What follows belongs to an exercise in optimizing a design on an open flow for small area, a short achievable clock period and few clock cycles per item; a production flow would make more cautious choices. The RTL was checked by simulation tests, not by an equivalence proof against the original design. Power and IR drop assume default switching activity.

===== flow/config.mk =====
export PLATFORM = sky130hd
export DESIGN_NAME = exp_golomb_bit_reader_top
export DESIGN_NICKNAME = exp_golomb_bit_reader_top
export VERILOG_FILES = /design/flow/design.v
export SDC_FILE = /design/flow/constraint.sdc
export NUM_CORES = 4
export LEC_CHECK = 0
export ABC_AREA = 1
export CAP_MARGIN = 20
export CORE_MARGIN = 2
export CORE_UTILIZATION = 45
export PLACE_DENSITY = 0.65
export SLEW_MARGIN = 20

===== flow/constraint.sdc =====
create_clock -name core_clock -period 5.0 [get_ports {i_clk}]
set_input_delay 1.0000 -clock core_clock [delete_from_list [all_inputs] [get_ports {i_clk}]]
set_output_delay 1.0000 -clock core_clock [all_outputs]
set_load 0.01 [all_outputs]

===== flow/design.v =====
package egbr_pkg;
    localparam int BUFFER_WORDS_DEF     = 3;
    localparam int MAX_PREFIX_ZEROS_DEF = 15;
    localparam int QUEUE_DEPTH          = 2;
    localparam int QPTR_W               = $clog2(QUEUE_DEPTH);
    localparam int QCNT_W               = $clog2(QUEUE_DEPTH + 1);
    localparam int MAX_COUNT            = 32;
    localparam logic [2:0] KIND_LOAD = 3'd0;
    localparam logic [2:0] KIND_GET  = 3'd1;
    localparam logic [2:0] KIND_SHOW = 3'd2;
    localparam logic [2:0] KIND_UE   = 3'd3;
    localparam logic [2:0] KIND_SE   = 3'd4;
    localparam logic [1:0] ST_OK    = 2'd0;
    localparam logic [1:0] ST_UNDER = 2'd1;
    localparam logic [1:0] ST_LONG  = 2'd2;
    localparam logic [1:0] ST_FULL  = 2'd3;
    typedef enum logic [2:0] {
        OP_NONE,
        OP_LOAD,
        OP_GET,
        OP_SHOW,
        OP_UE,
        OP_SE
    } t_op;
    typedef struct packed {
        logic [2:0]  kind;
        logic [31:0] stream_word;
        logic [5:0]  bit_count;
    } t_in_word;
    typedef struct packed {
        logic signed [32:0] value;
        logic [1:0]         status;
        logic [6:0]         bits_available;
    } t_out_word;
    typedef struct packed {
        t_op         op;
        logic [31:0] stream_word;
        logic [5:0]  count;
    } t_op_word;
    localparam int OP_WORD_W = 3 + 32 + 6;
    typedef struct packed {
        logic     valid;
        t_op_word entry;
    } t_q_head;
endpackage
module exp_golomb_bit_reader_top
#(
    parameter int BUFFER_WORDS     = egbr_pkg::BUFFER_WORDS_DEF,
    parameter int MAX_PREFIX_ZEROS = egbr_pkg::MAX_PREFIX_ZEROS_DEF
) (
    input  logic      i_clk,
    input  logic      i_rst_n,
    input  logic        i_in_valid,
    input  logic [40:0] i_in_word,     
    output logic        o_in_stall,
    output logic        o_out_valid,
    output logic [41:0] o_out_word,    
    input  logic        i_out_stall
);
    localparam logic [1:0] M_ZERO = 2'd0;
    localparam logic [1:0] M_RAW  = 2'd1;
    localparam logic [1:0] M_UE   = 2'd2;
    localparam logic [1:0] M_SE   = 2'd3;
    logic [31:0] r_w0, r_w1, r_w2;
    logic [2:0]  r_rsel;         
    logic [4:0]  r_ofs;          
    logic [1:0]  r_nw;           
    logic        r_out_valid;
    logic [31:0] r_part;         
    logic [2:0]  r_rsh;          
    logic [1:0]  r_mode;
    logic [1:0]  r_status;
    logic [2:0]  kind;
    logic [31:0] data;
    logic [5:0]  count;
    assign kind  = i_in_word[40:38];
    assign data  = i_in_word[37:6];
    assign count = i_in_word[5] ? 6'd32 : i_in_word[5:0];
    logic is_load, is_get, is_rd, is_ue, is_exp;
    assign is_load = (kind == egbr_pkg::KIND_LOAD);
    assign is_get  = (kind == egbr_pkg::KIND_GET);
    assign is_rd   = (kind == egbr_pkg::KIND_GET) || (kind == egbr_pkg::KIND_SHOW);
    assign is_ue   = (kind == egbr_pkg::KIND_UE);
    assign is_exp  = (kind == egbr_pkg::KIND_UE) || (kind == egbr_pkg::KIND_SE);
    logic stall, take;
    assign stall      = r_out_valid && i_out_stall;
    assign take       = i_in_valid && !stall;
    assign o_in_stall = stall;
    logic [31:0] first, second;
    assign first  = ({32{r_rsel[0]}} & r_w0) | ({32{r_rsel[1]}} & r_w1) | ({32{r_rsel[2]}} & r_w2);
    assign second = ({32{r_rsel[0]}} & r_w1) | ({32{r_rsel[1]}} & r_w2) | ({32{r_rsel[2]}} & r_w0);
    logic [62:0] a0;
    logic [46:0] a1;
    logic [38:0] a2;
    logic [34:0] a3;
    logic [32:0] a4;
    logic [31:0] top32;
    assign a0    = {first, second[31:1]};
    assign a1    = r_ofs[4] ? a0[46:0] : a0[62:16];
    assign a2    = r_ofs[3] ? a1[38:0] : a1[46:8];
    assign a3    = r_ofs[2] ? a2[34:0] : a2[38:4];
    assign a4    = r_ofs[1] ? a3[32:0] : a3[34:2];
    assign top32 = r_ofs[0] ? a4[31:0] : a4[32:1];
    logic [15:0] top16;
    assign top16 = top32[31:16];
    logic [15:0] first_one;
    logic        long_code;
    always_comb begin
        for (int k = 0; k < 16; k++)
            first_one[k] = top16[15-k] && ((top16 & ~(16'hFFFF >> k)) == 16'd0);
    end
    assign long_code = (top16 == 16'd0);
    logic [6:0] exp_pick;
    always_comb begin
        logic [5:0] s;
        exp_pick = '0;
        for (int k = 0; k < 16; k++) begin
            s = {1'b0, r_ofs} + 6'(2*k + 1);
            exp_pick = exp_pick | ({7{first_one[k]}} & {s[5] && (s[4:0] != 5'd0), s[5], s[4:0]});
        end
    end
    logic       exp_over, exp_wrap;
    logic [4:0] exp_ofs;
    assign {exp_over, exp_wrap, exp_ofs} = exp_pick;
    logic [4:0] zeros;
    always_comb begin
        zeros = 5'd16;
        for (int i = 0; i < 16; i++) begin
            if (top16[i]) zeros = 5'(15 - i);
        end
    end
    logic [5:0] sum_rd;
    logic       rd_wrap, rd_over;
    assign sum_rd  = {1'b0, r_ofs} + count;
    assign rd_wrap = sum_rd[5];
    assign rd_over = sum_rd[5] && (sum_rd[4:0] != 5'd0);
    logic held16;
    assign held16 = r_nw[1] || (r_nw[0] && (r_ofs <= 5'd16));
    logic [1:0] status;
    logic [1:0] mode;
    logic       consume;
    logic       wrap;
    logic       load_ok;
    always_comb begin
        status  = egbr_pkg::ST_OK;
        mode    = M_ZERO;
        consume = 1'b0;
        load_ok = 1'b0;
        wrap    = 1'b0;
        if (is_load) begin
            if (r_nw == 2'd3) status = egbr_pkg::ST_FULL;
            else              load_ok = 1'b1;
        end else if (is_rd) begin
            if ((r_nw == 2'd0 && count != 6'd0) || (r_nw == 2'd1 && rd_over)) begin
                status = egbr_pkg::ST_UNDER;
            end else begin
                mode    = (count == 6'd0) ? M_ZERO : M_RAW;
                consume = is_get;
                wrap    = rd_wrap;
            end
        end else if (is_exp) begin
            if (long_code) begin
                status = held16 ? egbr_pkg::ST_LONG : egbr_pkg::ST_UNDER;
            end else if (r_nw == 2'd0 || (r_nw == 2'd1 && exp_over)) begin
                status = egbr_pkg::ST_UNDER;
            end else begin
                mode    = is_ue ? M_UE : M_SE;
                consume = 1'b1;
                wrap    = exp_wrap;
            end
        end
    end
    logic [4:0] ofs_next;
    assign ofs_next = is_exp ? exp_ofs : sum_rd[4:0];
    logic [4:0]  rsh;
    logic [31:0] p1, part;
    assign rsh  = is_exp ? {~zeros[3:0], 1'b1} : 5'(6'd32 - count);
    assign p1   = rsh[4] ? {16'b0, top32[31:16]} : top32;
    assign part = rsh[3] ? {8'b0, p1[31:8]} : p1;
    logic [2:0] wsel;
    always_comb begin
        unique case (r_nw)
            2'd0:    wsel = r_rsel;
            2'd1:    wsel = {r_rsel[1:0], r_rsel[2]};
            default: wsel = {r_rsel[0], r_rsel[2:1]};
        endcase
    end
    always_ff @(posedge i_clk) begin
        if (!i_rst_n) begin
            r_rsel <= 3'b001;
            r_ofs  <= '0;
            r_nw   <= '0;
        end else if (take) begin
            if (consume) r_ofs <= ofs_next;
            if (consume && wrap) r_rsel <= {r_rsel[1:0], r_rsel[2]};
            if (load_ok)               r_nw <= r_nw + 2'd1;
            else if (consume && wrap)  r_nw <= r_nw - 2'd1;
        end
    end
    always_ff @(posedge i_clk) begin
        if (take && load_ok && wsel[0]) r_w0 <= data;
    end
    always_ff @(posedge i_clk) begin
        if (take && load_ok && wsel[1]) r_w1 <= data;
    end
    always_ff @(posedge i_clk) begin
        if (take && load_ok && wsel[2]) r_w2 <= data;
    end
    always_ff @(posedge i_clk) begin
        if (!i_rst_n)    r_out_valid <= 1'b0;
        else if (!stall) r_out_valid <= i_in_valid;
    end
    always_ff @(posedge i_clk) begin
        if (take) begin
            r_part   <= part;
            r_rsh    <= rsh[2:0];
            r_mode   <= mode;
            r_status <= status;
        end
    end
    logic [31:0] q1, q2, code;
    assign q1   = r_rsh[2] ? {4'b0, r_part[31:4]} : r_part;
    assign q2   = r_rsh[1] ? {2'b0, q1[31:2]} : q1;
    assign code = r_rsh[0] ? {1'b0, q2[31:1]} : q2;
    logic [15:0] any_below;      
    always_comb begin
        for (int i = 0; i < 16; i++) any_below[i] = |(code[15:0] & 16'((32'd1 << i) - 32'd1));
    end
    logic [32:0] value;
    always_comb begin
        unique case (r_mode)
            M_ZERO:  value = '0;
            M_RAW:   value = {1'b0, code};
            M_UE:    value = {17'b0, code[15:0] ^ ~any_below};
            default: begin
                for (int i = 0; i < 15; i++)
                    value[i] = code[i+1] ^ (code[0] && ((code[15:0] & 16'((32'd2 << i) - 32'd2)) != '0));
                value[32:15] = {18{code[0] && (code[15:1] != 15'd0)}};
            end
        endcase
    end
    assign o_out_valid = r_out_valid;
    assign o_out_word  = {value, r_status, 7'({r_nw, 5'b0}) - 7'(r_ofs)};
endmodule

===== flow/run.sh =====
#!/bin/bash
# synth_recipe.tcl (not shown) runs the flow's synth.tcl, then flattens the netlist and writes it again
# the make line also repeats each setting of config.mk as NAME=value (left out here)
make -C /OpenROAD-flow-scripts/flow DESIGN_CONFIG=/design/flow/config.mk WORK_HOME=/design/flow/orfs CLKGATE_MAP_FILE= SYNTH_SCRIPT=/design/flow/synth_recipe.tcl finish

==> key figures, run 1 <==
Outcome
  – Outcome: finished clean

Cells and area
  – Number of antenna diodes: 0
  – Nets@finish: 1,965
  – Final Cell Area: 0.0144 mm²
  – Synthesis-to-layout area growth: 14.4%
  – Share of layout cells above drive strength 1: 0.0998

Worst setup path
  – Crit Path Category: reg -> out
  – Worst EP required: ~4 ns
  – Worst setup EP type: primary output
  – Buf/Inv on CP: 10
  – CP max stage cell: clkdlybuf4s50_1
  – Critical Path AT: about 3.7 ns
  – CP max stage delay: 0.48 ns
  – Largest delay share family, worst path: buffers and inverters
  – Max FO, Critical Path: 10
  – FF-to-FF setup slack: between 0.9 and 1 ns
  – Startpoint types: register
  – CP cell instances: buf_4, nand2_1, nand2_1, o21ai_2, inv_2, o21ai_4, inv_2, nor2_1, inv_1, nor2_2, inv_2, nor2_2, inv_2, nor2_4, inv_2, nor2_4, nand3_2, nor3_4, nor3_2, clkinvlp_2, buf_4, o21ai_1, clkdlybuf4s50_1
  – Worst path most repeated cell: inv_2

Synthesis
  – Most common cell in the netlist: nand2_1
  – Gate Count Post-Synth: 1,854
  – Seq/Total Area, Yosys: 0.340
  – Synth Area in Adders: 0.0195
  – Ys Warns: 1
  – Most frequent cells after synthesis: nand2_1, nand3_1, o21ai_0, edfxtp_1, nor2_1
  – Largest family of logic cells by synthesized area: simple AND/OR/NAND/NOR gates
  – Top cells by area, synth: edfxtp_1, nand2_1, nand3_1, o21ai_0, nor2_1
  – EDFF count, synth: 135
  – Synth Area in XOR/XNOR: 0.0181
  – Net Count, Synth: 1,918
  – Post-Synth Simple-Gate Area: 0.394
  – Ys flop type: edfxtp_1
  – Post-synthesis mux area share: 0.00955
  – Synthesized area: 0.0126 mm²
  – Register bit total from synthesis: 146
  – Mean Syn Cell Area: 6.79 µm²
  – Leading area contributor after synthesis: edfxtp_1
  – Synth top area share: 0.322
  – Synth Area in Compound Gates: 0.131
  – Netlist cell types: 54
  – FFs w/ async S/R, synth: 0

Die
  – Die area: 0.0293 mm²
  – Io pins: 89
  – Die Y: 171 µm
  – Initial Util: 0.455
  – Core Rows: about 60
  – CORE AREA: 0.0276 mm²
  – Die X-Extent: 171 µm

STA
  – Setup TNS: 0 ns
  – Least-Margin Pin Slew: 0.798 ns
  – Clk_skew: 0.0155 ns
  – FMAX: 212 MHz
  – Period minus WS final: 4.71 ns
  – Setup violators final: 0
  – Max Transition Viols Final: 0
  – PnR worst setup slack: about 0.29 ns
  – Part of the cycle the worst path needs: 0.943
  – Slew HR: 0.466
  – Final hold violation count: 0

Clocking
  – CTS Buffer Depth: 2
  – Post-CTS Hold Fix Bufs: 0
  – Clk root buf: clkbuf_16
  – H-Tree Depth: 4
  – Clk sink count: 146
  – Clock slew at reported path FFs: 0.07 ns
  – Clock latency on the worst-skew pair: 0.44 ns
  – CTS tree: done
  – CTS buffer count: 17

Placed design
  – Placed instance area: 0.0137 mm²
  – PortBufs: 88
  – DP Wirelength: 29,400 µm
  – Worst slack, placed: 0.301 ns
  – GPL Wtd Cong: about 0.97

Routing
  – Via count: around 13,000
  – DR pass1 iterations: 6
  – Routed wire length: slightly below 40,000 µm
  – Post-detailed-route count of antenna-violating nets: 0
  – WL per Instance: 17.0 µm
  – 1st-iter DRT viols: 1,238
  – Via density: 5.58
  – Drc violations: 0

Power and ir drop
  – Net switching power: 1.62 mW
  – Leak: 6.23 nW
  – Int Pwr: 2.58 mW
  – Clock group share of total power: 0.305
  – Power density cells: 292 mW/mm²
  – Sequential share of power: 0.344
  – Net Sw Frac: 0.386
  – Logic gate share of total power: 0.351
  – Maximum VDD drop: 0.200 mV

Global route
  – First-pass GRT wire length: 62,300 µm
  – Initial antenna violation count: 0
  – Pin count of the biggest net entering global routing: 55
  – Vias in the first global route: approximately 12,000
  – GRT Overall Usage: 0.272
  – Grt ovf: 0

Worst hold path
  – Hold WC Path Type: reg -> reg

Run
  – Max-Cap Viols: 0
## worst min-delay path: stages (launching register included)
cell and delay [ns]:
dfxtp_1 0.31, nand2_1 0.07, a21oi_1 0.07
## cells by family after synthesis
group,Yosys count
AO/OA/AOI/OAI,291
XOR/XNOR,26
adder cells (fa/ha/maj),19
buffers and inverters,249
flip-flops,146
multiplexers,12
AND/OR/NAND/NOR,1111
## power groups by stage
stage               Combinational (mW)  Clock [mW]  Sequential, mW
finish                            1.47        1.28            1.45
global route                      1.64        1.35            1.45
CTS                               1.44        1.29            1.45
detailed placement                1.43           0            1.47
global placement                  1.42           0            1.47
floorplan                        0.992           0            1.46
## flip-flops by register name (all words and copies together) (netlist names)
register	flops
r_ofs	5
r_w2	32
r_rsel	3
r_status	2
r_out_valid	1
r_part	32
r_w1	32
r_rsh	3
r_w0	32
r_nw	2
r_mode	2
## worst paths after layout
path / to / cells past startpoint / startpoint
max reg2reg: r_part[5] / 22 / r_rsel[1]
min: r_out_valid / 2 / r_out_valid
max: o_out_word[36] / 23 / r_rsh[2]
min reg2reg: r_out_valid / 2 / r_out_valid
## what timing repair did
action / 4_1_cts / 5_1_grt
resized for setup: 1 / 28
cloned: 0 / 2
endpoints found under the setup margin: 18 / 20
buffers inserted: 1 / 3
hold endpoints to repair: 0 / 0
pin swaps: 0 / 1
## area by class of cell
type / count / area, µm²
clock buffers: 17 / 425
repair inverters: 2 / 10.0
clock inverters: 15 / 160
well taps: 378 / 473
inverters: 152 / 574
multi-input cells: 1459 / 7290
repair buffers: 123 / 1180
fillers: 2754 / 13200
flip-flops and latches: 146 / 4280
## layout by cell type, fill, tap and decap left out, drive strengths merged, types with 11 or more instances in the layout
| master | n |
|---|---|
| edfxtp | 135 |
| clkbuf | 17 |
| nand2 | 658 |
| mux2i | 12 |
| inv | 159 |
| ha | 18 |
| nor2 | 147 |
| xor2 | 22 |
| nand4 | 32 |
| dfxtp | 11 |
| o211ai | 22 |
| a21oi | 61 |
| clkdlybuf4s50 | 85 |
| buf | 35 |
| nand3 | 239 |
| nor3 | 18 |
| o21ai | 161 |
## layer usage
layer  GRT usage  part of all wire
met2       0.449              0.47
met4      0.0700             0.018
met3      0.0341             0.061
met5           0                 0
met1       0.377              0.45
## through the flow
step                hold WS (ns)  instances  power (mW)   util
floorplan                  0.498       1854        2.45      -
finish                     0.494       2292        4.20  0.521
detailed placement         0.480       2254        2.90  0.496
CTS                        0.487       2287        4.18  0.517
global route               0.493       2292        4.44  0.521
global placement           0.471       2254        2.90  0.496
Testbench counts, summed over its fixed seeds: cycles 12,008, items 12,000.
==> run 2, diff against run 1 <==
--- a/flow/config.mk
+++ b/flow/config.mk
@@ -10,4 +10,5 @@
 export CORE_MARGIN = 2
 export CORE_UTILIZATION = 45
 export PLACE_DENSITY = 0.65
+export SETUP_SLACK_MARGIN = 1.2
 export SLEW_MARGIN = 20
==> run 2 against run 1 <==
  * Total power rose by 3.8%
  * First-iteration DRC count grew 19%
  * Wire length increased by 6.8%
  * Global-route usage increased by 0.99 points
  * Highest routed layer unchanged
  * Non-clock buffer count is 46 higher
  * Clock skew is essentially flat
  * Worst hold slack got worse by 0.00088 ns
  * Count of clock-buffer cells in the layout unchanged
  * Critical path depth rose by 2
  * Register-to-register slack better by 0.54 ns
  * Via count up 3.3%
==> key figures, run 2 <==
Power and ir drop
  – Maximum VDD drop: 0.152 mV
  – Leak: 6.61 nW
  – Sequential share of power: 0.332
  – Clock group share of total power: 0.300
  – Net Sw Frac: 0.393
  – Net switching power: 1.72 mW
  – Power density cells: 289 mW/mm²
  – Total power: 4.36 mW
  – Int Pwr: between 2 and 3 mW
  – Logic gate share of total power: 0.368

Synthesis
  – Ys Warns: 1
  – Ys flop type: edfxtp_1
  – Synth Area in Adders: 0.0195
  – Post-Synth Simple-Gate Area: 0.394
  – Synth top area share: 0.322
  – Netlist cell types: 54
  – Mean Syn Cell Area: 6.79 µm²
  – Synthesized area: approximately 0.013 mm²
  – Top cells by area, synth: edfxtp_1, nand2_1, nand3_1, o21ai_0, nor2_1
  – Net Count, Synth: around 1,900
  – Gate Count Post-Synth: 1,854
  – FFs w/ async S/R, synth: 0
  – Leading area contributor after synthesis: edfxtp_1
  – Register bit total from synthesis: 146
  – EDFF count, synth: approximately 140
  – Synth Area in XOR/XNOR: 0.0181
  – Most frequent cells after synthesis: nand2_1, nand3_1, o21ai_0, edfxtp_1, nor2_1
  – Post-synthesis mux area share: 0.00955
  – Most common cell in the netlist: nand2_1
  – Synth Area in Compound Gates: 0.131
  – Seq/Total Area, Yosys: 0.340
  – Largest family of logic cells by synthesized area: simple AND/OR/NAND/NOR gates

Worst hold path
  – Cell count of the worst hold path: 2
  – Hold Crit Endpoint: r_out_valid
  – Hold Crit Start: r_out_valid
  – Hold WC Path Type: reg -> reg

Clocking
  – CTS Buffer Depth: 2
  – Post-CTS Hold Fix Bufs: 0
  – CTS buffer count: 17
  – Clk root buf: clkbuf_16
  – CTS tree: done
  – Clock latency on the worst-skew pair: 0.45 ns
  – Clock slew at reported path FFs: 0.07 ns
  – H-Tree Depth: 4
  – Clk sink count: around 150

Outcome
  – Outcome: finished clean

Cells and area
  – Final Util: 0.546
  – Share of layout cells above drive strength 1: 0.159
  – Synthesis-to-layout area growth: 19.8%
  – Commonest non-fill, non-tap cell in the layout: nand2_1
  – Final Cell Area: 0.0151 mm²
  – Number of antenna diodes: 0
  – Nets@finish: slightly above 2,000
  – Post-Layout Cell Count: 2,338
  – Most frequent cells in the layout: nand2_1, nand3_1, edfxtp_1

STA
  – FMAX: 230 MHz
  – Part of the cycle the worst path needs: 0.871
  – Period minus WS final: 4.36 ns
  – Setup TNS: 0 ns
  – Worst Hold Slack: a little under 0.5 ns
  – Clk_skew: 0.0156 ns
  – RSZ-0062 raised after global routing: true
  – PnR worst setup slack: 0.644 ns
  – Final hold violation count: 0
  – Setup violators final: 0
  – Max Transition Viols Final: 0
  – Slew HR: 0.469
  – Least-Margin Pin Slew: between 0.7 and 0.8 ns

Global route
  – Pin count of the biggest net entering global routing: 47
  – Grt met1 use: 0.377
  – Met3 usage: 0.0400
  – First-pass GRT wire length: about 64,000 µm
  – Top Usage Layer GRT: met2
  – Vias in the first global route: 12,200
  – Initial antenna violation count: 0
  – Met2 Use GR: 0.481
  – GRT Overall Usage: 0.281
  – Grt ovf: 0

Placed design
  – DP Wirelength: 29,900 µm
  – GPL Wtd Cong: 0.945
  – Placed instance area: approximately 0.014 mm²
  – Worst slack, placed: around 0.45 ns
  – Placed cell count: about 2,300
  – PortBufs: 88

Worst setup path
  – Worst setup EP type: primary output
  – Crit Path Category: reg -> out
  – Startpoint types: register
  – Critical Path AT: between 3 and 4 ns
  – Reg-to-reg endpoint: r_nw[0]
  – Launch point of the worst reg-to-reg path: r_ofs[2]
  – Max FO, Critical Path: 6
  – FF-to-FF setup slack: 1.46 ns
  – Worst EP required: around 4.0 ns
  – CP max stage cell: edfxtp_1
  – CP max stage delay: slightly above 0.4 ns
  – R2r worst-path depth: 21
  – Worst path most repeated cell: inv_2

Die
  – Die X-Extent: 171 µm
  – Io pins: 89
  – Initial Util: 0.455
  – Die Y: 171 µm
  – Die area: 0.0293 mm²
  – CORE AREA: 0.0276 mm²
  – Core Rows: 61

Routing
  – 1st-iter DRT viols: about 1,500
  – Via density: 5.64
  – Post-detailed-route count of antenna-violating nets: 0
  – Via count: 13,200
  – DR pass1 iterations: 6
  – WL per Instance: 17.8 µm
  – Drc violations: 0
  – Routed wire length: 41,700 µm

Run
  – Max-Cap Viols: 0
run 2: cell type report:
cell class / instances / area [µm²]
sequential: 146 / 4290
timing repair inverter: 2 / 12.5
clock buffer: 17 / 425
inverter: 152 / 599
fill: 2676 / 12600
tap: 378 / 473
timing repair buffer: 169 / 1550
multi-input combinational: 1459 / 7540
clock inverter: 15 / 184
run 2: kinds of logic (layout without fill, tap and decap cells):
| group | Yosys count | count (layout) |
|---|---|---|
| adders and majority gates | 19 | 19 |
| DFF | 146 | 146 |
| muxes | 12 | 12 |
| AOI/OAI and AO/OA | 291 | 291 |
| xor gates and xnor gates | 26 | 26 |
| and+or+nand+nor | 1111 | 1111 |
| buffers and inverters | 249 | 355 |
run 2: power groups by stage:
| stage | combinational [mW] | sequential (mW) | clock (mW) |
|---|---|---|---|
| 3_5_place_dp | 1.43 | 1.48 | 0 |
| 6_report | 1.61 | 1.45 | 1.31 |
| 4_1_cts | 1.50 | 1.45 | 1.32 |
| 5_1_grt | 1.77 | 1.45 | 1.37 |
| 3_3_place_gp | 1.43 | 1.48 | 0 |
| 2_1_floorplan | 1.01 | 1.46 | 0 |
run 2: worst max path at each step:
| stage | slack (ns) | startpoint | cells after the start | end |
|---|---|---|---|---|
| 2_1_floorplan | 1.20 | r_rsh[2] | 22 | o_out_word[24] |
| 3_3_place_gp | 0.60 | r_rsh[2] | 22 | o_out_word[24] |
| 3_5_place_dp | 0.45 | r_rsh[2] | 22 | o_out_word[26] |
| 4_1_cts | 0.67 | r_rsh[2] | 22 | o_out_word[40] |
| 5_1_grt | 0.39 | r_rsh[2] | 25 | o_out_word[24] |
| 6_report | 0.64 | r_rsh[2] | 25 | o_out_word[24] |
run 2: what timing repair did:
action,4_1_cts,5_1_grt
endpoints found under the setup margin,62,65
pin swaps,15,22
gates resized for setup,141,96
buffers inserted,23,18
gates cloned,3,2
endpoints found under the hold margin,0,0
run 2: layer usage:
| layer | routed length, µm | up-vias | part of all wire |
|---|---|---|---|
| li1 | - | 6432 | - |
| met1 | 18100 | 6234 | 0.43 |
| met2 | 20100 | 480 | 0.48 |
| met3 | 2870 | 52 | 0.069 |
| met4 | 640 | 0 | 0.015 |
| met5 | 0 | - | 0 |
run 2: critical path, delay by kind of cell (launching register included):
family          cells  cell delay (ns)
xor+xnor            1             0.13
flops               1             0.41
buf+inv            10             0.93
compound gates      3             0.42
simple gates       11             1.04
==> run 3, diff against run 2 <==
--- a/flow/design.v
+++ b/flow/design.v
@@ -65,11 +65,13 @@
     logic [2:0]  r_rsel;         
     logic [4:0]  r_ofs;          
     logic [1:0]  r_nw;           
-    logic        r_out_valid;
+    logic        r_mid_valid;
     logic [31:0] r_part;         
     logic [2:0]  r_rsh;          
     logic [1:0]  r_mode;
     logic [1:0]  r_status;
+    logic        r_out_valid;
+    logic [41:0] r_out;
     logic [2:0]  kind;
     logic [31:0] data;
     logic [5:0]  count;
@@ -83,7 +85,7 @@
     assign is_ue   = (kind == egbr_pkg::KIND_UE);
     assign is_exp  = (kind == egbr_pkg::KIND_UE) || (kind == egbr_pkg::KIND_SE);
     logic stall, take;
-    assign stall      = r_out_valid && i_out_stall;
+    assign stall      = r_mid_valid && r_out_valid && i_out_stall;
     assign take       = i_in_valid && !stall;
     assign o_in_stall = stall;
     logic [31:0] first, second;
@@ -207,8 +209,8 @@
         if (take && load_ok && wsel[2]) r_w2 <= data;
     end
     always_ff @(posedge i_clk) begin
-        if (!i_rst_n)    r_out_valid <= 1'b0;
-        else if (!stall) r_out_valid <= i_in_valid;
+        if (!i_rst_n)    r_mid_valid <= 1'b0;
+        else if (!stall) r_mid_valid <= i_in_valid;
     end
     always_ff @(posedge i_clk) begin
         if (take) begin
@@ -239,6 +241,15 @@
             end
         endcase
     end
+    logic adv;
+    assign adv = !(r_out_valid && i_out_stall);
+    always_ff @(posedge i_clk) begin
+        if (!i_rst_n)  r_out_valid <= 1'b0;
+        else if (adv)  r_out_valid <= r_mid_valid;
+    end
+    always_ff @(posedge i_clk) begin
+        if (adv && r_mid_valid) r_out <= {value, r_status, 7'({r_nw, 5'b0}) - 7'(r_ofs)};
+    end
     assign o_out_valid = r_out_valid;
-    assign o_out_word  = {value, r_status, 7'({r_nw, 5'b0}) - 7'(r_ofs)};
+    assign o_out_word  = r_out;
 endmodule
==> run 3 against run 2 <==
  * Cell area increased by 6.0%
  * Wire length increased by 1.8%
  * Global-route usage decreased by 2.7 points
  * Cell count increased by 2.5%
  * Critical endpoint is now r_mode[0]
  * Highest routed layer unchanged
==> key figures, run 3 <==
STA
  – Setup violators final: 0
  – Final hold violation count: 0
  – Least-Margin Pin Slew: 0.725 ns
  – Max Transition Viols Final: 0
  – PnR worst setup slack: 1.41 ns
  – Period minus WS final: 3.59 ns
  – FMAX: between 200 and 300 MHz
  – Part of the cycle the worst path needs: 0.717
  – RSZ-0062 raised after global routing: true
  – Clk_skew: 0.0161 ns
  – Setup TNS: 0 ns
  – Slew HR: 0.513

Clocking
  – Clk sink count: ~190
  – CTS buffer count: 17
  – H-Tree Depth: 4
  – CTS tree: done
  – CTS Buffer Depth: 2
  – Clock slew at reported path FFs: 0.07 ns
  – Clk root buf: clkbuf_16
  – Clock latency on the worst-skew pair: 0.47 ns

Placed design
  – Worst slack, placed: 0.575 ns
  – GPL Wtd Cong: 0.976
  – PortBufs: 88
  – DP Wirelength: 31,200 µm

Synthesis
  – Mean Syn Cell Area: 7.26 µm²
  – Top cells by area, synth: edfxtp_1, nand2_1, nand3_1, o21ai_0, nor2_1
  – Most common cell in the netlist: nand2_1
  – FFs w/ async S/R, synth: 0
  – EDFF count, synth: 177
  – Register bit total from synthesis: 189
  – Seq/Total Area, Yosys: 0.394
  – Ys flop type: edfxtp_1
  – Netlist cell types: 60
  – Synthesized area: 0.0141 mm²
  – Most frequent cells after synthesis: nand2_1, nand3_1, edfxtp_1, nor2_1, o21ai_0
  – Gate Count Post-Synth: 1,941
  – Ys Warns: 1
  – Net Count, Synth: 2,005
  – Synth top area share: 0.377
  – Leading area contributor after synthesis: edfxtp_1

Worst setup path
  – CP endpoint: r_mode[0]
  – CP startpoint: r_rsel[0]
  – Crit Path Category: reg -> reg
  – Max FO, Critical Path: 29
  – Critical Path AT: around 3.8 ns
  – Worst setup EP type: register
  – R2r worst-path depth: 22
  – Startpoint types: register
  – Launch point of the worst reg-to-reg path: r_rsel[0]
  – Reg-to-reg endpoint: r_mode[0]
  – FF-to-FF setup slack: roughly 1.4 ns
  – Worst EP required: 5.22 ns

Die
  – Die area: 0.0327 mm²
  – Die X-Extent: about 180 µm
  – Initial Util: 0.459
  – Io pins: between 80 and 90
  – Core Rows: 64
  – Die Y: about 180 µm
  – CORE AREA: 0.0307 mm²

Cells and area
  – Final Util: 0.521
  – Synthesis-to-layout area growth: 13.5%
  – Nets@finish: 2,051
  – Commonest non-fill, non-tap cell in the layout: nand2_1
  – Max reg flops: 42
  – Most frequent cells in the layout: nand2_1, nand3_1, edfxtp_1
  – Number of antenna diodes: 0
  – Biggest register: r_out
  – Share of layout cells above drive strength 1: 0.0955

Routing
  – Post-detailed-route count of antenna-violating nets: 0
  – Via count: 13,600
  – Via density: 5.68
  – Drc violations: 0
  – WL per Instance: 17.7 µm
  – Routed wire length: roughly 42,000 µm
  – DR pass1 iterations: 6
  – 1st-iter DRT viols: 1,425

Global route
  – Grt ovf: 0
  – First-pass GRT wire length: 66,400 µm
  – GRT Overall Usage: 0.254
  – Vias in the first global route: roughly 13,000
  – Initial antenna violation count: 0
  – Pin count of the biggest net entering global routing: a little under 60

Power and ir drop
  – Power density cells: 304 mW/mm²
  – Leak: approximately 6.7 nW
  – Maximum VDD drop: between 0.2 and 0.3 mV

Run
  – Max-Cap Viols: 0

Outcome
  – Outcome: finished clean

Worst hold path
  – Hold Crit Start: r_status[1]
  – Hold WC Path Type: reg -> reg
## run 3: changes by cell type after synthesis, sizes merged, moves of 5 or more
cell,previous run,this run
o211ai,22,16
nand2,658,698
a32oi,0,5
mux2i,12,3
edfxtp,135,177
nor2,147,156
a31oi,8,15
o21ai,161,152
## run 3: power by group
group          total, mW  switching, mW  internal [mW]
registers           1.89         0.0425           1.85
clock network       1.39          0.644          0.747
logic               1.57           1.07          0.500
## run 3: what timing repair did
action / in CTS / in global routing
hold buffers: 0 / 0
pin swaps: 0 / 0
buffers inserted: 0 / 9
cloned: 1 / 2
endpoints found under the setup margin: 43 / 49
gates resized for setup: 7 / 22
endpoints found under the hold margin: 0 / 0
## run 3: worst min-delay path by stage
stage | depth (start not counted) | end | slack, ns
3_3_place_gp | 0 | r_out[8] | 0.41
2_1_floorplan | 0 | r_out[7] | 0.40
3_5_place_dp | 0 | r_out[7] | 0.42
4_1_cts | 0 | r_out[8] | 0.42
6_report | 0 | r_out[8] | 0.42
5_1_grt | 0 | r_out[8] | 0.44
## run 3: worst max-delay path, stage by stage (launching register included)
cell     delay (ns)
dfxtp_4        0.42
buf_12         0.19
nand2_2        0.07
nand3_1        0.22
nand2_1        0.15
nand2_1        0.07
nand2_1        0.08
nand3_1        0.13
nand3_2        0.13
nand2_1        0.08
nand2_1        0.06
nand2_1        0.18
nand3_2        0.19
nor2_1         0.05
nor2_1         0.16
nand2_1        0.08
nor2_1         0.10
nand2_1        0.07
nor2_1         0.17
nand3_1        0.12
nand2_2        0.12
nand3_1        0.09
a21oi_1        0.37
## run 3: final cells by class
type / count / area [µm²]
Fill cell: 3042 / 14700
Multi-Input combinational cell: 1499 / 7440
Sequential cell: 189 / 5570
Timing Repair Buffer: 126 / 1280
Inverter: 152 / 592
Tap cell: 396 / 495
Clock buffer: 18 / 429
Clock inverter: 14 / 161
Timing Repair inverter: 2 / 15.0
## run 3: stage by stage
step | hold slack, ns | instances | instance area [µm²] | total power, mW
after floorplan | 0.400 | 1941 | 14100 | 3.02
after global placement | 0.411 | 2351 | 15200 | 3.43
after detailed placement | 0.416 | 2351 | 15200 | 3.45
after CTS | 0.423 | 2384 | 15800 | 4.84
after global routing | 0.440 | 2396 | 16000 | 5.12
final | 0.423 | 2396 | 16000 | 4.85
## run 3: logic make-up after synthesis
family,Yosys count,synth area share
adder cells (fa/ha/maj),19,0.0174
buffers and inverters,253,0.0836
AO/OA/AOI/OAI,287,0.117
XOR/XNOR,25,0.0155
AND/OR/NAND/NOR,1165,0.370
flip-flops,189,0.394
multiplexers,3,0.00213
## run 3: per-layer routing
metal	up-vias	part of all wire	track usage
met5	-	0	0
met4	0	0.030	0.0906
met3	94	0.066	0.0393
met2	524	0.47	0.422
met1	6350	0.43	0.337
li1	6636	-	-
Testbench counts of run 3, summed over its fixed seeds: cycles 12,016, items 12,000.
==> run 4, diff against run 3 <==
--- a/flow/config.mk
+++ b/flow/config.mk
@@ -10,5 +10,5 @@
 export CORE_MARGIN = 2
 export CORE_UTILIZATION = 45
 export PLACE_DENSITY = 0.65
-export SETUP_SLACK_MARGIN = 1.2
+export SETUP_SLACK_MARGIN = 1.8
 export SLEW_MARGIN = 20
==> run 4 against run 3 <==
  * Total power increased by 7.9%
  * Register-to-register slack gained 0.32 ns
  * Wire length increased by 12%
  * Combinational power rose by 28%
  * Non-clock buffer count up 98
  * Setup slack improved by 0.32 ns
  * Largest cell class unchanged
  * Sequential power hardly changed
  * Critical endpoint is now r_rsel[1]
  * Core utilization rose by 7.0 points
  * Largest power group is now combinational logic
  * Synthesized area unchanged
  * Cell area up 13%
==> key figures, run 4 <==
Outcome
  – Outcome: finished clean

Placed design
  – GPL Wtd Cong: approximately 1.0
  – Placed instance area: 0.0153 mm²
  – DP Wirelength: between 30,000 and 40,000 µm
  – PortBufs: 88

Worst setup path
  – Launch point of the worst reg-to-reg path: r_rsel[0]
  – Reg-to-reg endpoint: r_rsel[1]
  – Max FO, Critical Path: 7
  – Worst setup EP type: register
  – Worst EP required: 5.39 ns
  – Critical Path AT: 3.66 ns
  – Crit Path Category: reg -> reg
  – Startpoint types: register
  – R2r worst-path depth: 23
  – FF-to-FF setup slack: 1.73 ns

Synthesis
  – Ys Warns: 1
  – Synth Area in Compound Gates: 0.117
  – Largest family of logic cells by synthesized area: simple AND/OR/NAND/NOR gates
  – Most common cell in the netlist: nand2_1
  – Synthesized area: 0.0141 mm²
  – Synth top area share: 0.377
  – Mean Syn Cell Area: just over 7 µm²
  – Post-synthesis mux area share: 0.00213
  – Seq/Total Area, Yosys: 0.394
  – FFs w/ async S/R, synth: 0
  – Netlist cell types: 60
  – Register bit total from synthesis: 189
  – Gate Count Post-Synth: between 1,500 and 2,000
  – Post-Synth Simple-Gate Area: 0.370
  – Synth Area in Adders: 0.0174
  – EDFF count, synth: between 150 and 200
  – Most frequent cells after synthesis: nand2_1, nand3_1, edfxtp_1, nor2_1, o21ai_0
  – Top cells by area, synth: edfxtp_1, nand2_1, nand3_1, o21ai_0, nor2_1
  – Net Count, Synth: 2,005
  – Leading area contributor after synthesis: edfxtp_1
  – Synth Area in XOR/XNOR: 0.0155
  – Ys flop type: edfxtp_1

STA
  – Setup TNS: 0 ns
  – Period minus WS final: 3.27 ns
  – Slew HR: 0.501
  – Least-Margin Pin Slew: between 0.7 and 0.8 ns
  – FMAX: 306 MHz
  – Final hold violation count: 0
  – RSZ-0062 raised after global routing: true
  – Part of the cycle the worst path needs: 0.654
  – Max Transition Viols Final: 0
  – Setup violators final: 0
  – Clk_skew: 0.0122 ns

Clocking
  – CTS Buffer Depth: 2
  – H-Tree Depth: 4
  – Clk root buf: clkbuf_16
  – Clock latency on the worst-skew pair: 0.47 ns
  – Clock slew at reported path FFs: about 0.080 ns
  – Post-CTS Hold Fix Bufs: 0
  – CTS buffer count: 17
  – CTS tree: done
  – Clk sink count: 189

Routing
  – 1st-iter DRT viols: 1,486
  – WL per Instance: 18.9 µm
  – Drc violations: 0
  – Routed wire length: about 47,000 µm
  – DR pass1 iterations: 8
  – Via density: around 5.7
  – Post-detailed-route count of antenna-violating nets: 0
  – Via count: 14,400

Power and ir drop
  – Total power: 5.23 mW
  – Power density cells: 289 mW/mm²
  – Leak: 7.57 nW
  – Maximum VDD drop: 0.284 mV

Die
  – Io pins: 89
  – Initial Util: 0.459
  – CORE AREA: 0.0307 mm²
  – Die area: ~0.033 mm²
  – Die Y: 181 µm
  – Die X-Extent: 181 µm
  – Core Rows: 64

Worst hold path
  – Cell count of the worst hold path: 0
  – Hold Crit Start: r_status[0]
  – Hold Crit Endpoint: r_out[7]
  – Hold WC Path Type: reg -> reg

Cells and area
  – Max reg flops: 42
  – Biggest register: r_out
  – Commonest non-fill, non-tap cell in the layout: nand2_1
  – Share of layout cells above drive strength 1: 0.217
  – Number of antenna diodes: 0
  – Synthesis-to-layout area growth: 28.7%
  – # fillers: 2,797
  – Final Cell Area: 0.0181 mm²
  – Most frequent cells in the layout: nand2_1, nand3_1, edfxtp_1
  – Nets@finish: 2,158

Global route
  – GRT Overall Usage: 0.273
  – Grt ovf: 0
  – Initial antenna violation count: 0
  – Pin count of the biggest net entering global routing: 47
  – First-pass GRT wire length: around 71,000 µm
  – Vias in the first global route: 13,200

Run
  – Max-Cap Viols: 0
run 4: critical path: stages, from the launching register on:
cell and delay, ns:
dfxtp_4 0.46, clkbuf_16 0.21, nand2_1 0.07, nand4_1 0.17, nand3_1 0.14, nand2_1 0.10
nand2_1 0.06, nand3_1 0.14, nand2_1 0.11, o21ai_4 0.24, nor2_4 0.09, nand2_4 0.12
nor2_8 0.07, nand4_1 0.07, nand2_1 0.06, nor2_2 0.17, nand3_2 0.11, nand2_4 0.09
nand3_4 0.10, nand2_8 0.14, nand3_4 0.14, nand2_2 0.11, nand2_2 0.06, nor2_4 0.15
run 4: cell families after synthesis:
group	after synthesis
flops	189
xor+xnor	25
buf+inv	253
compound gates	287
fa+ha+maj	19
simple gates	1165
mux	3
run 4: area by class of cell:
class	count	area (µm²)	area share
clock buffer	19	433	0.0239
clock inverter	13	126	0.00697
inverter	152	698	0.0385
multi-input combinational	1502	8340	0.460
sequential	189	5580	0.308
tap	396	495	0.0273
timing repair buffer	224	2400	0.132
timing repair inverter	8	55.1	0.00304
run 4: what timing repair did:
item                                    4_1_cts  5_1_grt
resized for setup                           116      200
endpoints found under the hold margin         0        0
pin swaps                                    28       78
endpoints found under the setup margin       72      133
cloned                                       12       13
setup buffers                                42       51
run 4: how the worst max path moves through the flow:
stage / end / start / cells after the start / slack, ns
final: r_rsel[1] / r_rsel[0] / 23 / 1.73
after global routing: r_rsel[1] / r_rsel[1] / 25 / 1.58
after CTS: r_rsel[1] / r_ofs[4] / 23 / 1.76
after detailed placement: r_rsel[1] / i_in_word[5] / 19 / 0.60
after global placement: r_rsel[1] / i_in_word[5] / 19 / 0.58
after floorplan: r_w2[0] / i_out_stall / 7 / 1.78
run 4: routing by layer:
layer	vias up	routed length (µm)	GRT usage
li1	6863	-	-
met4	0	1860	0.120
met1	6790	19900	0.362
met3	114	3220	0.0381
met2	592	22400	0.446
met5	-	0	0
run 4: metrics by stage:
step,cells,hold slack (ns),worst slack (ns),util
detailed placement,2353,0.410,0.602,0.497
finish,2503,0.427,1.73,0.591
CTS,2439,0.427,1.76,0.547
global route,2503,0.455,1.58,0.591
global placement,2353,0.425,0.582,0.497
floorplan,1941,0.400,1.78,-
run 4: where the power goes:
group,switching [mW],internal [mW]
sequential,0.0475,1.85
clock,0.667,0.658
combinational,1.28,0.738
total,1.99,3.24
==> run 5, diff against run 4 <==
==> flow/flow/run.sh (new file) <==
#!/bin/bash
set -euo pipefail
export BUFFER_PORTS_ARGS="-buffer_cell sky130_fd_sc_hd__buf_2"
bash standard.sh > flow_make.log 2>&1
==> flow/standard.sh (new file) <==
#!/bin/bash
# synth_recipe.tcl (not shown) runs the flow's synth.tcl, then flattens the netlist and writes it again
# the make line also repeats each setting of config.mk as NAME=value (left out here)
make -C /OpenROAD-flow-scripts/flow DESIGN_CONFIG=/design/flow/config.mk WORK_HOME=/design/flow/orfs CLKGATE_MAP_FILE= SYNTH_SCRIPT=/design/flow/synth_recipe.tcl "${@:-finish}"
--- a/flow/config.mk
+++ b/flow/config.mk
@@ -9,6 +9,7 @@
 export CAP_MARGIN = 20
 export CORE_MARGIN = 2
 export CORE_UTILIZATION = 45
+export CTS_BUF_LIST = sky130_fd_sc_hd__clkbuf_8
 export PLACE_DENSITY = 0.65
 export SETUP_SLACK_MARGIN = 1.8
 export SLEW_MARGIN = 20
removed: flow/run.sh
==> run 5 against run 4 <==
  * Wire length grew 2.1%
  * Combinational power rose by 2%
  * Via count grew 1.5%
  * Maximum frequency increased by 0.64%
  * Sequential power is essentially flat
  * Non-clock buffer count increased by 15
  * Critical path depth is 2 higher
  * Critical path type unchanged
  * Largest power group unchanged
==> key figures, run 5 <==
Die
  – Die X-Extent: 181 µm
  – Initial Util: 0.459
  – CORE AREA: between 0.03 and 0.04 mm²
  – Die Y: between 150 and 200 µm
  – Die area: 0.0327 mm²
  – Core Rows: 64
  – Io pins: 89

Worst setup path
  – Critical Path AT: between 3 and 4 ns
  – Worst setup EP type: register
  – Buf/Inv on CP: 4
  – Largest delay share family, worst path: simple AND/OR/NAND/NOR gates
  – CP max stage delay: 0.43 ns
  – Worst EP required: 5.41 ns
  – Worst path most repeated cell: nand2_2
  – Startpoint types: register
  – Crit Path Category: reg -> reg
  – CP max stage cell: dfxtp_4
  – Max FO, Critical Path: 8

Power and ir drop
  – Net switching power: 1.96 mW
  – Net Sw Frac: 0.392
  – Power density cells: 280 mW/mm²
  – Int Pwr: 3.04 mW
  – Leak: 7.65 nW
  – Clock group share of total power: 0.209
  – Maximum VDD drop: 0.238 mV
  – Logic gate share of total power: 0.411
  – Sequential share of power: 0.380

Synthesis
  – Ys flop type: edfxtp_1
  – Top cells by area, synth: edfxtp_1, nand2_1, nand3_1, o21ai_0, nor2_1
  – Synth top area share: 0.377
  – FFs w/ async S/R, synth: 0
  – Seq/Total Area, Yosys: 0.394
  – Gate Count Post-Synth: 1,941
  – Most common cell in the netlist: nand2_1
  – Netlist cell types: 60
  – Leading area contributor after synthesis: edfxtp_1
  – Most frequent cells after synthesis: nand2_1, nand3_1, edfxtp_1, nor2_1, o21ai_0
  – Ys Warns: 1
  – EDFF count, synth: 177
  – Mean Syn Cell Area: 7.26 µm²
  – Synthesized area: around 0.014 mm²
  – Net Count, Synth: about 2,000
  – Register bit total from synthesis: 189

Routing
  – WL per Instance: about 19 µm
  – DR pass1 iterations: 6
  – Routed wire length: 48,400 µm
  – Via density: 5.78
  – 1st-iter DRT viols: 1,456
  – Via count: 14,600
  – Post-detailed-route count of antenna-violating nets: 0
  – Drc violations: 0

STA
  – Setup TNS: 0 ns
  – Slew HR: 0.362
  – Clk_skew: 0.0161 ns
  – Max Transition Viols Final: 0
  – Final hold violation count: 0
  – Period minus WS final: 3.25 ns
  – Part of the cycle the worst path needs: 0.650
  – Least-Margin Pin Slew: roughly 0.96 ns
  – FMAX: slightly above 300 MHz
  – RSZ-0062 raised after global routing: true
  – Setup violators final: 0

Cells and area
  – Share of layout cells above drive strength 1: 0.263
  – Nets@finish: 2,175
  – Synthesis-to-layout area growth: 26.6%
  – Number of antenna diodes: 0
  – Final Cell Area: 0.0178 mm²
  – # fillers: roughly 2,800
  – Commonest non-fill, non-tap cell in the layout: nand2_1
  – Most frequent cells in the layout: nand2_1, nand3_1, edfxtp_1
  – Max reg flops: 42
  – Biggest register: r_out

Clocking
  – Clk sink count: 189
  – Clock slew at reported path FFs: 0.10 ns
  – Clock latency on the worst-skew pair: 0.52 ns
  – CTS tree: done
  – CTS buffer count: 17
  – CTS Buffer Depth: 2
  – H-Tree Depth: 4
  – Clk root buf: clkbuf_8
  – Post-CTS Hold Fix Bufs: 0

Global route
  – Grt ovf: 0
  – First-pass GRT wire length: 70,100 µm
  – Initial antenna violation count: 1
  – Vias in the first global route: 13,000
  – Pin count of the biggest net entering global routing: 47
  – GRT Overall Usage: 0.272

Placed design
  – Placed instance area: 0.0148 mm²
  – DP Wirelength: 31,400 µm
  – PortBufs: slightly below 90
  – GPL Wtd Cong: 0.985

Worst hold path
  – Hold WC Path Type: reg -> reg

Run
  – Max-Cap Viols: 0

Outcome
  – Outcome: finished clean
-- run 5: cell counts after synthesis --
Identical to the previous run, type by type.
-- run 5: area by class of cell --
| type | instances | area, µm² | area share |
|---|---|---|---|
| Timing Repair Buffer | 239 | 2170 | 0.122 |
| Multi-Input combinational cell | 1502 | 8400 | 0.471 |
| Clock buffer | 17 | 234 | 0.0131 |
| Sequential cell | 189 | 5590 | 0.313 |
| Tap cell | 396 | 495 | 0.0278 |
| Inverter | 152 | 723 | 0.0406 |
| Timing Repair inverter | 10 | 73.8 | 0.00414 |
| Clock inverter | 14 | 149 | 0.00835 |
-- run 5: timing repair --
item / 4_1_cts / 5_1_grt
gates resized for setup: 92 / 237
setup endpoints to repair: 73 / 83
pin swaps: 12 / 54
buffers inserted: 32 / 78
cloned: 11 / 17
-- run 5: per-stage QoR --
| step | power [mW] | setup slack [ns] | cells | util | hold slack, ns |
|---|---|---|---|---|---|
| after floorplan | 3.03 | 1.78 | 1941 | - | 0.400 |
| after global placement | 3.40 | 1.15 | 2350 | 0.482 | 0.426 |
| after detailed placement | 3.41 | 0.977 | 2350 | 0.482 | 0.423 |
| after CTS | 4.55 | 1.79 | 2424 | 0.521 | 0.448 |
| after global routing | 5.24 | 1.61 | 2519 | 0.582 | 0.466 |
| final | 5.00 | 1.75 | 2519 | 0.582 | 0.449 |
-- run 5: worst paths after layout --
check / start / slack (ns) / depth (start not counted) / endpoint
max: r_rsel[2] / 1.75 / 25 / r_ofs[3]
min: r_status[1] / 0.45 / 0 / r_out[8]
max reg2reg: r_rsel[2] / 1.75 / 25 / r_ofs[3]
min reg2reg: r_status[1] / 0.45 / 0 / r_out[8]
-- run 5: cells by family after synthesis --
logic type	after synthesis	synth area share
DFF	189	0.394
muxes	3	0.00213
AOI/OAI and AO/OA	287	0.117
and+or+nand+nor	1165	0.370
buffers and inverters	253	0.0836
xor gates and xnor gates	25	0.0155
adders and majority gates	19	0.0174
-- run 5: worst reg2reg max path: stages, from the launching register on --
cell     delay, ns
dfxtp_4       0.43
buf_12        0.17
nand2_1       0.07
nand4_1       0.22
nand3_2       0.13
nand2_2       0.08
nand2_1       0.07
nand2_1       0.06
inv_2         0.07
nand3_2       0.08
nand2_4       0.15
nand2_8       0.10
nor2_8        0.19
buf_12        0.13
nand4_4       0.14
nor2_4        0.16
nand2_2       0.06
nand2_2       0.06
nor2_2        0.04
nand3_2       0.08
nand2_2       0.09
nand3_4       0.11
nand2_8       0.09
buf_4         0.16
a21oi_4       0.12
nor3_2        0.07
-- run 5: metal layers --
metal / wire, µm / part of all wire / GRT usage
met1: 19800 / 0.41 / 0.359
met4: 1840 / 0.038 / 0.119
met2: 22800 / 0.47 / 0.437
met3: 3980 / 0.082 / 0.0496
met5: 0 / 0 / 0
-- run 5: power by group through the flow --
stage / sequential, mW / combinational, mW / clock (mW)
floorplan: 1.93 / 1.10 / 0
global placement: 1.93 / 1.47 / 0
detailed placement: 1.93 / 1.48 / 0
CTS: 1.89 / 1.60 / 1.06
global route: 1.91 / 2.22 / 1.12
finish: 1.90 / 2.05 / 1.05
==> run 6, diff against run 5 <==
--- a/flow/config.mk
+++ b/flow/config.mk
@@ -11,5 +11,5 @@
 export CORE_UTILIZATION = 45
 export CTS_BUF_LIST = sky130_fd_sc_hd__clkbuf_8
 export PLACE_DENSITY = 0.65
-export SETUP_SLACK_MARGIN = 1.8
+export SETUP_SLACK_MARGIN = 1.5
 export SLEW_MARGIN = 20
==> run 6 against run 5 <==
  * Still clean
  * Total power fell by 7.5%
  * Non-clock buffer count shrank 76
  * Worst hold slack worse by 0.0064 ns
  * Cell count down 3.1%
  * Sequential power hardly changed
  * Cell area down 10%
  * Sequential share of layout area grew 3.5 points
  * Critical path depth shrank 1
  * Register-to-register slack lost 0.07 ns
  * Combinational power down 19%
  * Critical endpoint is now r_out[38]
==> key figures, run 6 <==
Cells and area
  – Nets@finish: approximately 2,100
  – Commonest non-fill, non-tap cell in the layout: nand2_1
  – Synthesis-to-layout area growth: 13.7%
  – Max reg flops: 42
  – Most frequent cells in the layout: nand2_1, nand3_1, edfxtp_1
  – Final Cell Area: about 0.016 mm²
  – Number of antenna diodes: 0
  – Biggest register: r_out
  – Share of layout cells above drive strength 1: 0.174

Routing
  – Via density: 5.65
  – Via count: between 10,000 and 15,000
  – Drc violations: 0
  – 1st-iter DRT viols: 1,326
  – WL per Instance: roughly 18 µm
  – Routed wire length: 43,300 µm
  – DR pass1 iterations: 10
  – Post-detailed-route count of antenna-violating nets: 0

Placed design
  – DP Wirelength: 31,000 µm
  – PortBufs: approximately 90
  – Placed instance area: 0.0147 mm²
  – GPL Wtd Cong: between 0.9 and 1

Global route
  – Grt ovf: 0
  – First-pass GRT wire length: ~66,000 µm
  – Initial antenna violation count: 0
  – Vias in the first global route: 12,600
  – Pin count of the biggest net entering global routing: just under 70
  – GRT Overall Usage: 0.254

Synthesis
  – Most common cell in the netlist: nand2_1
  – Most frequent cells after synthesis: nand2_1, nand3_1, edfxtp_1, nor2_1, o21ai_0
  – Synthesized area: 0.0141 mm²
  – Seq/Total Area, Yosys: 0.394
  – EDFF count, synth: 177
  – FFs w/ async S/R, synth: 0
  – Gate Count Post-Synth: 1,941
  – Synth top area share: 0.377
  – Top cells by area, synth: edfxtp_1, nand2_1, nand3_1, o21ai_0, nor2_1
  – Leading area contributor after synthesis: edfxtp_1
  – Register bit total from synthesis: 189
  – Ys flop type: edfxtp_1
  – Mean Syn Cell Area: 7.26 µm²
  – Ys Warns: 1
  – Netlist cell types: 60
  – Net Count, Synth: ~2,000

Worst setup path
  – Worst EP required: 5.26 ns
  – Critical Path AT: 3.57 ns
  – Crit Path Category: reg -> reg
  – FF-to-FF setup slack: 1.68 ns
  – Reg-to-reg endpoint: r_out[38]
  – CP startpoint: r_rsh[2]
  – Worst setup EP type: register
  – Startpoint types: register
  – Launch point of the worst reg-to-reg path: r_rsh[2]
  – R2r worst-path depth: 24
  – Max FO, Critical Path: 9

Worst hold path
  – Cell count of the worst hold path: 0
  – Hold Crit Start: r_status[0]
  – Hold WC Path Type: reg -> reg
  – Hold Crit Endpoint: r_out[7]

Power and ir drop
  – Net switching power: 1.82 mW
  – Clock group share of total power: 0.231
  – Leak: a little under 7 nW
  – Net Sw Frac: 0.393
  – Int Pwr: approximately 2.8 mW
  – Power density cells: 289 mW/mm²
  – Maximum VDD drop: 0.297 mV
  – Logic gate share of total power: 0.360
  – Sequential share of power: 0.409

Die
  – Io pins: roughly 90
  – Die Y: 181 µm
  – CORE AREA: 0.0307 mm²
  – Initial Util: 0.459
  – Core Rows: 64
  – Die X-Extent: approximately 180 µm
  – Die area: around 0.033 mm²

Clocking
  – H-Tree Depth: 4
  – CTS Buffer Depth: 2
  – Clk sink count: 189
  – Clock slew at reported path FFs: between 0.1 and 0.15 ns
  – CTS buffer count: 17
  – Clk root buf: clkbuf_8
  – Post-CTS Hold Fix Bufs: 0
  – CTS tree: done
  – Clock latency on the worst-skew pair: 0.53 ns

Run
  – Max-Cap Viols: 0

STA
  – FMAX: between 300 and 400 MHz
  – Setup TNS: 0 ns
  – Clk_skew: 0.0230 ns
  – Part of the cycle the worst path needs: 0.663
  – Setup violators final: 0
  – Final hold violation count: 0
  – RSZ-0062 raised after global routing: true
  – Least-Margin Pin Slew: 0.758 ns
  – Period minus WS final: between 3 and 4 ns
  – Slew HR: 0.493
  – Max Transition Viols Final: 0

Outcome
  – Outcome: finished clean
## run 6: cells by family (layout without fill, tap and decap cells)
| family | Yosys count | after routing | synth area share |
|---|---|---|---|
| AND/OR/NAND/NOR | 1165 | 1169 | 0.370 |
| AO/OA/AOI/OAI | 287 | 287 | 0.117 |
| buffers and inverters | 253 | 352 | 0.0836 |
| flip-flops | 189 | 189 | 0.394 |
| XOR/XNOR | 25 | 25 | 0.0155 |
| adder cells (fa/ha/maj) | 19 | 19 | 0.0174 |
| multiplexers | 3 | 3 | 0.00213 |
## run 6: critical path, cell delays in order, from the launching register on
cell and delay, ns:
edfxtp_1 0.56, clkinv_4 0.14, buf_4 0.16, buf_4 0.12, o211ai_1 0.09, o21ai_1 0.11, nand2_1 0.12, o21ai_4 0.08
inv_2 0.07, nor2_4 0.09, inv_2 0.06, nor2_4 0.09, inv_2 0.06, nor2_4 0.14, nand2_2 0.08, nor2_2 0.13
inv_2 0.06, nor2_4 0.13, nand3_2 0.09, inv_2 0.08, nand3_4 0.09, nor2_4 0.13, nor3_2 0.07, bufinv_8 0.21
o21ai_0 0.08
## run 6: worst max path at each step
stage	endpoint	slack, ns	cells after the start
2_1_floorplan	r_nw[0]	1.53	26
3_3_place_gp	r_rsel[1]	1.01	22
3_5_place_dp	r_rsel[1]	1.02	19
4_1_cts	r_rsel[1]	1.44	23
5_1_grt	r_part[9]	1.45	20
6_report	r_out[38]	1.68	24
## run 6: area by class of cell
cell class,instances,area [µm²]
fill,3038,14700
multi-input combinational,1503,7670
sequential,189,5580
timing repair buffer,163,1190
inverter,152,622
tap,396,495
clock buffer,18,248
clock inverter,14,175
timing repair inverter,5,30.0
## run 6: metal layers
| metal | global-route usage | up-vias | wire length, µm |
|---|---|---|---|
| li1 | - | 6730 | - |
| met4 | 0.0906 | 0 | 1330 |
| met1 | 0.333 | 6394 | 18800 |
| met2 | 0.425 | 564 | 20500 |
| met3 | 0.0393 | 87 | 2670 |
| met5 | 0 | - | 0 |
## run 6: per-stage QoR
| step | instances | power [mW] | hold WS [ns] | utilization | setup slack (ns) |
|---|---|---|---|---|---|
| floorplan | 1941 | 3.02 | 0.400 | - | 1.53 |
| detailed placement | 2350 | 3.40 | 0.407 | 0.480 | 1.02 |
| global route | 2440 | 4.89 | 0.451 | 0.522 | 1.45 |
| global placement | 2350 | 3.39 | 0.424 | 0.480 | 1.01 |
| CTS | 2384 | 4.46 | 0.444 | 0.495 | 1.44 |
| finish | 2440 | 4.62 | 0.442 | 0.522 | 1.68 |
## run 6: timing repair
item,4_1_cts,5_1_grt
cloned,2,11
resized for setup,14,88
setup endpoints to repair,66,67
pin swaps,0,19
setup buffers,0,45
## run 6: power by group through the flow
stage | logic [mW] | clock network, mW | registers (mW)
final | 1.66 | 1.07 | 1.89
after global routing | 1.84 | 1.15 | 1.90
after CTS | 1.48 | 1.09 | 1.89
after detailed placement | 1.47 | 0 | 1.93
after global placement | 1.46 | 0 | 1.93
after floorplan | 1.09 | 0 | 1.93
==> run 7, diff against run 6 <==
--- a/flow/config.mk
+++ b/flow/config.mk
@@ -5,7 +5,7 @@
 export SDC_FILE = /design/flow/constraint.sdc
 export NUM_CORES = 4
 export LEC_CHECK = 0
-export ABC_AREA = 1
+export ABC_AREA = 0
 export CAP_MARGIN = 20
 export CORE_MARGIN = 2
 export CORE_UTILIZATION = 45
==> run 7 against run 6 <==
  * Flip-flop and latch count stayed put
  * Wire length rose by 9.8%
  * Setup slack got worse by 1.0 ns
  * Maximum frequency is 24% lower
  * Worst hold slack got worse by 0.012 ns
  * Count of clock-buffer cells in the layout down 1
  * Critical endpoint is now r_ofs[4]
  * Largest cell class unchanged
==> key figures, run 7 <==
Outcome
  – Outcome: finished clean

Cells and area
  – Post-Layout Cell Count: 2,121
  – Synthesis-to-layout area growth: 30.0%
  – Biggest register: r_out
  – Nets@finish: ~1,800
  – Number of antenna diodes: 0
  – Share of layout cells above drive strength 1: 0.350
  – Most frequent cells in the layout: buf_4, edfxtp_1, nand2_1
  – Max reg flops: 42
  – Commonest non-fill, non-tap cell in the layout: buf_4

STA
  – Setup violators final: 0
  – Period minus WS final: ~4.4 ns
  – Least-Margin Pin Slew: 0.996 ns
  – Max Transition Viols Final: 0
  – FMAX: 229 MHz
  – Setup TNS: 0 ns
  – Slew HR: 0.319
  – RSZ-0062 raised after global routing: true
  – Part of the cycle the worst path needs: 0.872
  – Final hold violation count: 0
  – Clk_skew: 0.0181 ns

Die
  – CORE AREA: 0.0306 mm²
  – Die area: 0.0324 mm²
  – Core Rows: 64
  – Die X-Extent: about 180 µm
  – Io pins: 89
  – Initial Util: 0.456
  – Die Y: 180 µm

Worst setup path
  – Largest delay share family, worst path: compound AO/OA/AOI/OAI gates
  – Buf/Inv on CP: 7
  – Max FO, Critical Path: 11
  – Worst path most repeated cell: buf_4
  – Crit path depth: 20
  – Critical Path AT: roughly 4.8 ns
  – Crit Path Category: reg -> reg
  – Worst EP required: 5.41 ns
  – CP cell instances: buf_12, bufbuf_16, a222oi_1, buf_4, a22oi_2, o22ai_2, nor2_4, a22o_1, buf_4, buf_4, nor3b_2, buf_4, nand3_1, buf_4, o32a_1, o32ai_1, a211oi_1, o2111ai_2, nor3_2, o41ai_2
  – Startpoint types: register
  – Worst setup EP type: register
  – CP max stage cell: dfxtp_4
  – R2r worst-path depth: 20
  – CP max stage delay: 0.37 ns

Power and ir drop
  – Power density cells: around 230 mW/mm²
  – Logic gate share of total power: 0.308
  – Leak: 7.00 nW
  – Clock group share of total power: 0.239
  – Net Sw Frac: 0.334
  – Int Pwr: 2.72 mW
  – Maximum VDD drop: about 0.39 mV
  – Sequential share of power: 0.453
  – Net switching power: 1.37 mW

Run
  – Max-Cap Viols: 0

Synthesis
  – Ys Warns: 1
  – Ys flop type: edfxtp_1
  – Seq/Total Area, Yosys: 0.398
  – Mean Syn Cell Area: between 9 and 10 µm²
  – FFs w/ async S/R, synth: 0
  – Leading area contributor after synthesis: edfxtp_1
  – Net Count, Synth: between 1,500 and 2,000
  – Register bit total from synthesis: 189
  – Gate Count Post-Synth: ~1,500
  – Netlist cell types: 94
  – Top cells by area, synth: edfxtp_1, mux2i_1, nand2_1, a222oi_1, nor2_1
  – Most common cell in the netlist: edfxtp_1
  – Synthesized area: 0.0139 mm²
  – EDFF count, synth: 177
  – Most frequent cells after synthesis: edfxtp_1, nand2_1, nor2_1, o21ai_0, mux2i_1
  – Synth top area share: 0.381

Routing
  – DR pass1 iterations: 9
  – Drc violations: 0
  – Via count: 13,700
  – Via density: 6.44
  – 1st-iter DRT viols: 1,670
  – Post-detailed-route count of antenna-violating nets: 0
  – WL per Instance: 22.4 µm
  – Routed wire length: 47,600 µm

Placed design
  – DP Wirelength: 32,500 µm
  – Placed cell count: 1,935
  – PortBufs: 88
  – GPL Wtd Cong: 1.00

Clocking
  – CTS tree: done
  – Clock slew at reported path FFs: 0.11 ns
  – Clk sink count: about 190
  – CTS buffer count: 17
  – H-Tree Depth: 4
  – Post-CTS Hold Fix Bufs: 0
  – CTS Buffer Depth: 2
  – Clk root buf: clkbuf_8
  – Clock latency on the worst-skew pair: 0.52 ns

Global route
  – GRT Overall Usage: 0.280
  – Vias in the first global route: between 10,000 and 15,000
  – First-pass GRT wire length: between 70,000 and 80,000 µm
  – Pin count of the biggest net entering global routing: 72
  – Initial antenna violation count: 0
  – Grt ovf: 0

Worst hold path
  – Hold WC Path Type: reg -> reg
  – Cell count of the worst hold path: 0
run 7: power groups by stage:
stage / logic [mW] / clock network [mW] / registers [mW]
finish: 1.26 / 0.978 / 1.85
global route: 1.36 / 1.06 / 1.86
CTS: 1.14 / 0.996 / 1.85
detailed placement: 0.993 / 0 / 1.89
global placement: 0.981 / 0 / 1.89
floorplan: 0.717 / 0 / 1.89
run 7: final timing paths:
kind,from,to,slack [ns]
max,r_rsel[0],r_ofs[4],0.64
min,r_status[0],r_out[7],0.43
max reg2reg,r_rsel[0],r_ofs[4],0.64
min reg2reg,r_status[0],r_out[7],0.43
run 7: kinds of logic after synthesis:
group	after synthesis	synth area share
AND/OR/NAND/NOR	468	0.151
AO/OA/AOI/OAI	459	0.234
flip-flops	189	0.398
multiplexers	147	0.128
buffers and inverters	144	0.0463
XOR/XNOR	38	0.0239
adder cells (fa/ha/maj)	19	0.0176
run 7: area by class of cell:
class	instances	area (µm²)
fill	2611	12500
inverter	28	113
tap	396	495
clock buffer	17	234
sequential	189	5570
multi-input combinational	1136	8800
clock inverter	15	135
timing repair buffer	340	2790
run 7: timing repair:
item,4_1_cts,5_1_grt
setup endpoints to repair,71,66
pin swaps,53,46
cloned,10,4
resized for setup,108,86
setup buffers,108,32
hold endpoints to repair,0,0
run 7: routing by layer:
metal	track usage	vias to the layer above	wire length (µm)
li1	-	6195	-
met2	0.452	716	22300
met4	0.139	0	2430
met3	0.0392	147	3310
met1	0.372	6603	19500
met5	0	-	0
run 7: stage by stage:
stage                util  setup slack (ns)  power [mW]  instance area (µm²)  hold WS (ns)
global placement    0.505             0.282        2.87                15500         0.405
CTS                 0.569             0.738        3.99                17400         0.432
global route        0.593             0.561        4.28                18100         0.445
finish              0.593             0.638        4.09                18100         0.430
detailed placement  0.505             0.250        2.89                15500         0.406
floorplan               -             0.632        2.61                14300         0.400

## separate check: timing with driven ports
The results above use ideal ports. As a check the final layouts listed here were re-extracted and re-timed, cells and wires unchanged.
Step 1 (the two cells are an assumption about what drives the block):
set clk [get_ports {i_clk}]
set_driving_cell -lib_cell sky130_fd_sc_hd__clkbuf_16 $clk
set_driving_cell -lib_cell sky130_fd_sc_hd__buf_2 [delete_from_list [all_inputs] $clk]
Step 2 also shifts input and output timing later by t, the mid clock arrival at the registers, as if the neighbouring blocks saw the same clock.
Three values: ideal ports, drivers, drivers and shift; two values: the first two.
run	t, ns	setup slack, ns	worst setup path after step 2	worst register clock-pin slew, ns
run 1	0.480	0.286 / 0.237 / 0.718	register to output	0.08 / 0.08
run 2	0.484	0.644 / 0.597 / 1.075	input to register	0.08 / 0.08
run 3	0.510	1.414 / 1.414 / 1.037	input to register	0.08 / 0.08
run 4	0.514	1.731 / 1.731 / 1.344	input to register	0.08 / 0.08
run 5	0.566	1.752 / 1.752 / 1.377	input to register	0.11 / 0.11
run 6	0.562	1.684 / 1.684 / 1.286	input to register	0.12 / 0.12
run 7	0.552	0.638 / 0.638 / 0.368	input to register	0.11 / 0.11
After both steps every run listed still meets setup and hold. The setup slack of run 6, which loses most, moves by 0.000 ns with the drivers and by -0.398 ns with both steps.
